This design comes from an exercise in tuning for small area, a short achievable clock period and few clock cycles on the open sky130 flow, not from production work. Where RTL was checked, it was by simulation tests only, not by an equivalence proof against the original. Power figures rest on the tool's default switching activity, not on a simulated workload.

run 1:
==> flow/design.v (excerpt) <==
module eth_txdma #(
    parameter int DEPTH = 7                       
) (
    input  logic                  clk,
    input  logic                  reset,
    input  logic                  tx_en,
    input  txdma_pkg::bd_index_t  max_tx_bd,
    input  logic                  bd_wait,
    input  txdma_pkg::desc_t      bd_desc,
    input  txdma_pkg::addr_t      bd_ptr,
    input  txdma_pkg::tx_status_t tx_stat,
    input  logic                  tx_stat_valid,
    output logic                  bd_read,
    output logic                  bd_write,
    output txdma_pkg::bd_index_t  bd_index,
    output txdma_pkg::desc_t      bd_writedata,
    output logic                  tx_stat_ack,
    output logic                  per_packet_pad,
    output logic                  per_packet_crc,
    output logic                  txb_irq,
    output logic                  txe_irq,
    input  logic                  av_waitrequest,
    input  txdma_pkg::data_t      av_readdata,
    input  logic                  av_readdatavalid,
    output logic                  av_read,
    output txdma_pkg::addr_t      av_address,
    input  logic                  tx_ack,
    output txdma_pkg::byte_t      tx_data,
    output logic                  tx_dv,
    output logic                  tx_sop,
    output logic                  tx_eop
);
Settings: LEC_CHECK=0, ABC_CLOCK_PERIOD_IN_PS=2200, CAP_MARGIN=20, CORE_MARGIN=2, CORE_UTILIZATION=45, CTS_CLUSTER_DIAMETER=100, CTS_CLUSTER_SIZE=30, SETUP_SLACK_MARGIN=2.95, SLEW_MARGIN=20; clock period 5.0 ns.
standard.sh (not shown) runs the stock make flow with config.mk's settings and CLKGATE_MAP_FILE= SYNTH_SCRIPT=/design/flow/synth_recipe.tcl, a recipe that flattens the netlist after the stock synthesis.
==> flow/flow/run.sh <==
#!/bin/bash
# Standard layout, with plain buffers (not delay cells) on the ports.
set -euo pipefail
export BUFFER_PORTS_ARGS="-buffer_cell sky130_fd_sc_hd__buf_2"
bash standard.sh finish > standard.log 2>&1
Run 1: done, clean on timing, DRC and antenna
Testbench counts of run 1, summed over its fixed seeds: cycles 204,684.
The inputs of run 2 differ from those of run 1 as listed below.
--- a/flow/flow/run.sh
+++ b/flow/flow/run.sh
@@ -2 +2 @@
-# Standard layout, with plain buffers (not delay cells) on the ports.
+# Standard layout, with plain buffers on the ports and custom clock tree options.
@@ -4,0 +5 @@
+export CTS_ARGS="-sink_clustering_enable -repair_clock_nets -sink_clustering_size 30 -sink_clustering_max_diameter 100 -sink_clustering_levels 1"
--- a/flow/config.mk
+++ b/flow/config.mk
@@ -14 +14 @@
-export SETUP_SLACK_MARGIN = 2.95
+export SETUP_SLACK_MARGIN = 2.8
Findings:
In the reports for run 1 and run 2, the larger total power after layout belongs to run 1. Diff run 1 -> run 2 | global-route wire length before repair | down slightly. Looking at average vias per placed instance, run 2 sits above run 1. Summary of run 2 over run 1: routed wire length -about 2.6%; setup skew after layout ~0 delta; wire length on met1 -2.5%. Lower relative contribution of the clock network to total power goes to run 2 over run 1. Sort run 1 and run 2 by final critical-path setup slack, descending, and run 1 comes first. Run 2 drops fewer vias than run 1.
Here is what was changed in the inputs of run 3 compared with run 2.
==> flow/flow/run.sh <==
#!/bin/bash
# Standard layout, with plain buffers (not delay cells) on the ports.
set -euo pipefail
export BUFFER_PORTS_ARGS="-buffer_cell sky130_fd_sc_hd__buf_2"
bash standard.sh finish > standard.log 2>&1
--- a/flow/config.mk
+++ b/flow/config.mk
@@ -12,2 +11,0 @@
-export CTS_CLUSTER_DIAMETER = 100
-export CTS_CLUSTER_SIZE = 30
==> comparison <==
- Sort run 3 and run 2 by met3 track utilization from global routing desc -> top: run 3
- In summary, run 3 completed successfully, with a layout that passed the timing, design-rule and antenna checks.
- Changes observed in run 3 relative to run 2: detailed-route via count went up, least setup slack across all paths after layout went down, maximum frequency went down, register clock-pin slew on the reported worst setup and hold paths went down.
- Cmp run 3 vs run 2: final area higher in run 3

========
run P:
eth_txdma, a different RTL version from the one above (not shown whole).
Size: ~1100 cells after synthesis, roughly 360 flip-flops, ~0.014 mm^2 of cells after synthesis.
==> flow/config.mk <==
export PLATFORM = sky130hd
export DESIGN_NAME = eth_txdma
export DESIGN_NICKNAME = eth_txdma
export VERILOG_FILES = /design/flow/design.v
export SDC_FILE = /design/flow/constraint.sdc
export NUM_CORES = 4
export LEC_CHECK = 0
export ABC_CLOCK_PERIOD_IN_PS = 2200
export CAP_MARGIN = 20
export CORE_MARGIN = 2
export CORE_UTILIZATION = 65
export CTS_CLUSTER_DIAMETER = 100
export CTS_CLUSTER_SIZE = 26
export PLACE_DENSITY = 0.72
export SETUP_SLACK_MARGIN = 2.8
export SLEW_MARGIN = 20
==> flow/constraint.sdc <==
create_clock -name core_clock -period 5.0 [get_ports {clk}]
set_input_delay 1.0000 -clock core_clock [delete_from_list [all_inputs] [get_ports {clk}]]
set_output_delay 1.0000 -clock core_clock [all_outputs]
set_load 0.01 [all_outputs]
==> flow/flow/run.sh <==
#!/bin/bash
# Standard layout, with plain buffers (not delay cells) on the ports.
set -euo pipefail
export BUFFER_PORTS_ARGS="-buffer_cell sky130_fd_sc_hd__buf_2"
bash standard.sh finish > standard.log 2>&1
For run C, these inputs were changed with respect to run P:
Settings: SETUP_SLACK_MARGIN now 2.95, was 2.8.
--- outcome ---
- Diff run P -> run C: power increased 660 uW, combinational power higher, clock latency on the worst-skew pair saw little to no change.
- | overall routed net length | run C vs run P | 4.9% higher |
- av_address[16] as the end of the critical path was reported by run C, and bd_read by run P.
- [run C vs run P] cell count of the worst reg-to-reg path: higher in run C
Function was not checked in any run of this note: the RTL went through the layout flow alone.

========
RTL: one of the versions met above, not the one the previous note started from.
Size: roughly 370 flip-flops, about 210 I/O pins, about 0.015 mm² of cells after synthesis.
export LEC_CHECK = 0
export ABC_CLOCK_PERIOD_IN_PS = 2200
export CAP_MARGIN = 20
export CORE_MARGIN = 2
export CORE_UTILIZATION = 45
export CTS_BUF_LIST = sky130_fd_sc_hd__clkbuf_8
export SETUP_SLACK_MARGIN = 2.8
export SLEW_MARGIN = 20
create_clock -name core_clock -period 5.0 [get_ports {clk}]
Scripts as last shown in full above: flow/flow/run.sh
The baseline went through all stages and came out clean.
Testbench counts at the start, summed over its fixed seeds: cycles 204,684.
Edit:
- CORE_UTILIZATION: 45 -> 65
- CTS_BUF_LIST: sky130_fd_sc_hd__clkbuf_8 -> unset
- CTS_CLUSTER_DIAMETER: unset -> 100
- CTS_CLUSTER_SIZE: unset -> 30
- PLACE_DENSITY: unset -> 0.72
The changed run ran to the end with no violations.
Die area went down by a quarter to a third.
Worst hold slack is better by 0.011 ns.
Flip-flop and latch count is unchanged.
First-iteration DRC count went up by a quarter to a third.
Area after synthesis does not change.
Worst setup slack is better by 0.087 ns.
Combinational power went down by a little under a tenth.
Sequential share of layout area went up by 4.1 points.
Edit:
- CORE_UTILIZATION: 65 -> 45
- PLACE_DENSITY: 0.72 -> unset
After rerunning: Final area increases by 1.5%; sequential share of layout area came out lower by 0.93 points; combinational power rose by about 2%; clock power hardly moves; setup slack hardly moves; total power went up by 1.3%.

## re-timing with driven ports
No port has a modelled driver above. Below, the same layouts with a new extraction and two added sets of constraints. Step 1 (the two cells are an assumption about what drives the block):
set clk [get_ports {clk}]
set_driving_cell -lib_cell sky130_fd_sc_hd__clkbuf_16 $clk
set_driving_cell -lib_cell sky130_fd_sc_hd__buf_2 [delete_from_list [all_inputs] $clk]
Step 2, shift: input delay + t, output delay - t, t = (earliest + latest rising clock arrival at the registers) / 2. This alone moves slack from input paths to output paths. Slacks: no drivers / after step 1 / after step 2; pairs: no drivers / after step 1.
| run | t, ns | setup WS [ns] | worst setup path at the end | worst register clock-pin slew, ns | cell pins on the clock port's net |
|---|---|---|---|---|---|
| run 1 | 0.561 | 2.882 / 2.831 / 2.503 | input to register | 0.12 / 0.12 | 1 |
| run 2 | 0.559 | 2.838 / 2.788 / 2.349 | input to register | 0.11 / 0.11 | 1 |
| run 3 | 0.580 | 2.830 / 2.782 / 2.321 | input to register | 0.06 / 0.06 | 1 |
| run P | 0.552 | 2.788 / 2.742 / 2.329 | input to register | 0.10 / 0.10 | 1 |
| run C | 0.560 | 2.891 / 2.842 / 2.394 | input to register | 0.11 / 0.11 | 1 |
| the first run of note 3 | 0.656 | 2.753 / 2.708 / 2.281 | input to register | 0.07 / 0.07 | 1 |
| the second run of note 3 | 0.558 | 2.840 / 2.789 / 2.358 | input to register | 0.11 / 0.11 | 1 |
| the third run of note 3 | 0.559 | 2.838 / 2.788 / 2.349 | input to register | 0.11 / 0.11 | 1 |
After both steps setup and hold are still met in every run listed. For run 3, which loses most, drivers alone change the setup slack by -0.048 ns; drivers and shift together by -0.509 ns.
